Context: an optimization exercise on an open-source flow, tuned for small area, a short achievable clock period and few clock cycles. The choices shown serve that exercise and are no tape-out recipe. Power and IR drop assume default switching activity.

==> flow/design.v (excerpt) <==
module ir_text_tokenizer (
    input  logic         aclk,
    input  logic         aresetn,
    input  logic         s_tvalid,
    output logic         s_tready,
    input  logic [7:0]   s_tdata,    
    input  logic         s_tuser,    
    output logic         m_tvalid,
    input  logic         m_tready,
    output logic [175:0] m_tdata,
    output logic [4:0]   m_tuser,    
    output logic         m_tlast     
);
Settings: LEC_CHECK=0, CAP_MARGIN=20, CORE_MARGIN=2, CORE_UTILIZATION=40, SLEW_MARGIN=20; clock period 14.0 ns.
standard.sh (not shown) runs the stock make flow with config.mk's settings and CLKGATE_MAP_FILE= SYNTH_SCRIPT=/design/flow/synth_recipe.tcl, a recipe that flattens the netlist after the stock synthesis.
==> flow/flow/run.sh <==
#!/bin/bash
# Standard layout, with timing repair aimed below the design's period.
set -euo pipefail
bash standard.sh SETUP_SLACK_MARGIN=10.5 finish > standard_flow.log 2>&1
Change:
==> flow/flow/run.sh (replaced) <==
#!/bin/bash
# Standard layout, with timing repair aimed below the design's period.
set -euo pipefail
bash standard.sh SETUP_SLACK_MARGIN=10.0 finish > standard_flow.log 2>&1
Global-route usage shrinks by 2.3 points.
Synthesized area does not change.
Hold slack gets better by 0.0054 ns.
Core utilization went down by 5.5 points.
Setup slack improved by 0.12 ns.
Cell count came out lower by 3.6%.
Change:
==> flow/flow/run.sh (replaced) <==
#!/bin/bash
# Standard layout, with timing repair aimed below the design's period.
set -euo pipefail
bash standard.sh SETUP_SLACK_MARGIN=9.5 finish > standard_flow.log 2>&1
Die area stays the same.
Via count fell by about 3.2%.
Total power goes down by about 5.6%.
Clock-buffer cell count went up by 11.
Sequential share of layout area rose by 1.1 points.
Wire length decreases by about 4%.
Maximum frequency decreases by 2.8%.
Final area fell by about 4%.
Clock power went down by 9.7%.
No functional check of the RTL was part of any run of this note.

* * *

ir_text_tokenizer, a different RTL version from the one above (not shown whole).
For scale: roughly 0.017 mm² of cells after synthesis.
## ir_text_tokenizer
module ir_text_tokenizer (
    input  logic         aclk,
    input  logic         aresetn,
    input  logic         s_tvalid,
    output logic         s_tready,
    input  logic [7:0]   s_tdata,    
    input  logic         s_tuser,    
    output logic         m_tvalid,
    input  logic         m_tready,
    output logic [175:0] m_tdata,
    output logic [4:0]   m_tuser,    
    output logic         m_tlast     
);
export LEC_CHECK = 0
export CAP_MARGIN = 20
export CORE_MARGIN = 2
export CORE_UTILIZATION = 40
export SLEW_MARGIN = 20
create_clock -name core_clock -period 14.0 [get_ports {aclk}]
==> flow/flow/run.sh <==
#!/bin/bash
# Standard layout, with timing repair aimed below the design's period,
# small port buffers and a clock tree of smaller buffers without dummy loads.
set -euo pipefail
bash standard.sh SETUP_SLACK_MARGIN=9.5 \
  "BUFFER_PORTS_ARGS=-buffer_cell sky130_fd_sc_hd__buf_1" \
  "CTS_ARGS=-sink_clustering_enable -repair_clock_nets -dont_use_dummy_load -buf_list {sky130_fd_sc_hd__clkbuf_4 sky130_fd_sc_hd__clkbuf_8}" \
  finish > standard_flow.log 2>&1
Rerun with:
--- a/flow/flow/run.sh
+++ b/flow/flow/run.sh
@@ -5 +5 @@
-bash standard.sh SETUP_SLACK_MARGIN=9.5 \
+bash standard.sh SETUP_SLACK_MARGIN=10.2 \
Outcome: The changed run completed with no timing, DRC or antenna violations; design area rose by 13%; worst hold slack gains 0.0046 ns; setup slack gains 0.20 ns; core utilization rose by 5.7 points; global-route usage rose by 2.3 points; clock-buffer cell count fell by 1.
Rerun with:
--- a/flow/flow/run.sh
+++ b/flow/flow/run.sh
@@ -5 +5 @@
-bash standard.sh SETUP_SLACK_MARGIN=10.2 \
+bash standard.sh SETUP_SLACK_MARGIN=9.9 \
Result: Utilization is lower by 3.4 points; sequential power is higher by about 0.9%; design area fell by 6.8%; synthesized area does not change; total power went down by 3.4%; via count went down by 4.0%; clock power is higher by about 3%; clock skew climbs by 0.018 ns.
No run of this note included a check of the RTL's function; only the layout flow was run.

* * *

Another version of the RTL of ir_text_tokenizer (not shown whole).
Size: ~1,700 cells after synthesis, ~220 flip-flops, about 200 I/O pins.
clock: 14.0 ns
lec_check: 0
cap_margin: 20
core_margin: 2
core_utilization: 40
slew_margin: 20
==> flow/flow/run.sh <==
#!/bin/bash
# Standard layout, with timing repair aimed below the design's period and
# small port buffers.
set -euo pipefail
bash standard.sh SETUP_SLACK_MARGIN=10.0 "BUFFER_PORTS_ARGS=-buffer_cell sky130_fd_sc_hd__buf_1" finish > standard_flow.log 2>&1
==> next run, changes <==
==> flow/flow/run.sh (replaced) <==
#!/bin/bash
# Standard layout, with timing repair aimed below the design's period,
# small port buffers and a clock tree of smaller buffers without dummy loads.
set -euo pipefail
bash standard.sh SETUP_SLACK_MARGIN=9.5 \
  "BUFFER_PORTS_ARGS=-buffer_cell sky130_fd_sc_hd__buf_1" \
  "CTS_BUF_LIST=sky130_fd_sc_hd__clkbuf_4 sky130_fd_sc_hd__clkbuf_8" \
  "CTS_ARGS=-sink_clustering_enable -repair_clock_nets -dont_use_dummy_load" \
  finish > standard_flow.log 2>&1
What happened: The new run ran to the end with no violations. Global-route usage falls by 1.2 points. Design area falls by 6.8%. Die area stays the same. Worst hold slack stays flat. Combinational power falls by 8.8%. Non-clock buffer count falls by 119. Wire length falls by 7.1%. Area after synthesis is unchanged.
No functional check of the RTL was part of any run of this note.

## port drivers added, routing unchanged
The results above use ideal ports. As a check the final layouts listed here were re-extracted and re-timed, cells and wires unchanged. Step 1: set_driving_cell puts a clkbuf_16 on aclk and a buf_2 on each other input, an assumption about the parent block. Step 2 times the ports against the registers' clock, not the clock port: input delays grow and output delays shrink by t, the midpoint of the rising clock arrivals with the driver on. a / b / c = no drivers / after step 1 / after step 2; a / b = the first two.
run | t, ns | setup slack, ns | worst setup path after step 2 | worst slew at a driven data input, ns
the first run of note 1 | 0.613 | 9.445 / 9.445 / 9.445 | register to register | 0.04
the second run of note 1 | 0.608 | 9.563 / 9.563 / 9.516 | input to register | 0.03
the third run of note 1 | 0.608 | 9.434 / 9.380 / 8.955 | input to register | 0.04
the first run of note 2 | 0.587 | 9.649 / 9.649 / 9.128 | input to register | 0.04
the second run of note 2 | 0.595 | 9.850 / 9.799 / 9.645 | input to register | 0.05
the third run of note 2 | 0.621 | 9.884 / 9.832 / 9.368 | input to register | 0.04
the first run of note 3 | 0.635 | 9.235 / 9.235 / 9.235 | register to register | 0.07
the second run of note 3 | 0.600 | 9.232 / 9.232 / 9.124 | input to register | 0.04
After both steps setup and hold are still met in every run listed. For the first run of note 2, which loses most, drivers alone change the setup slack by 0.000 ns; drivers and shift together by -0.521 ns.
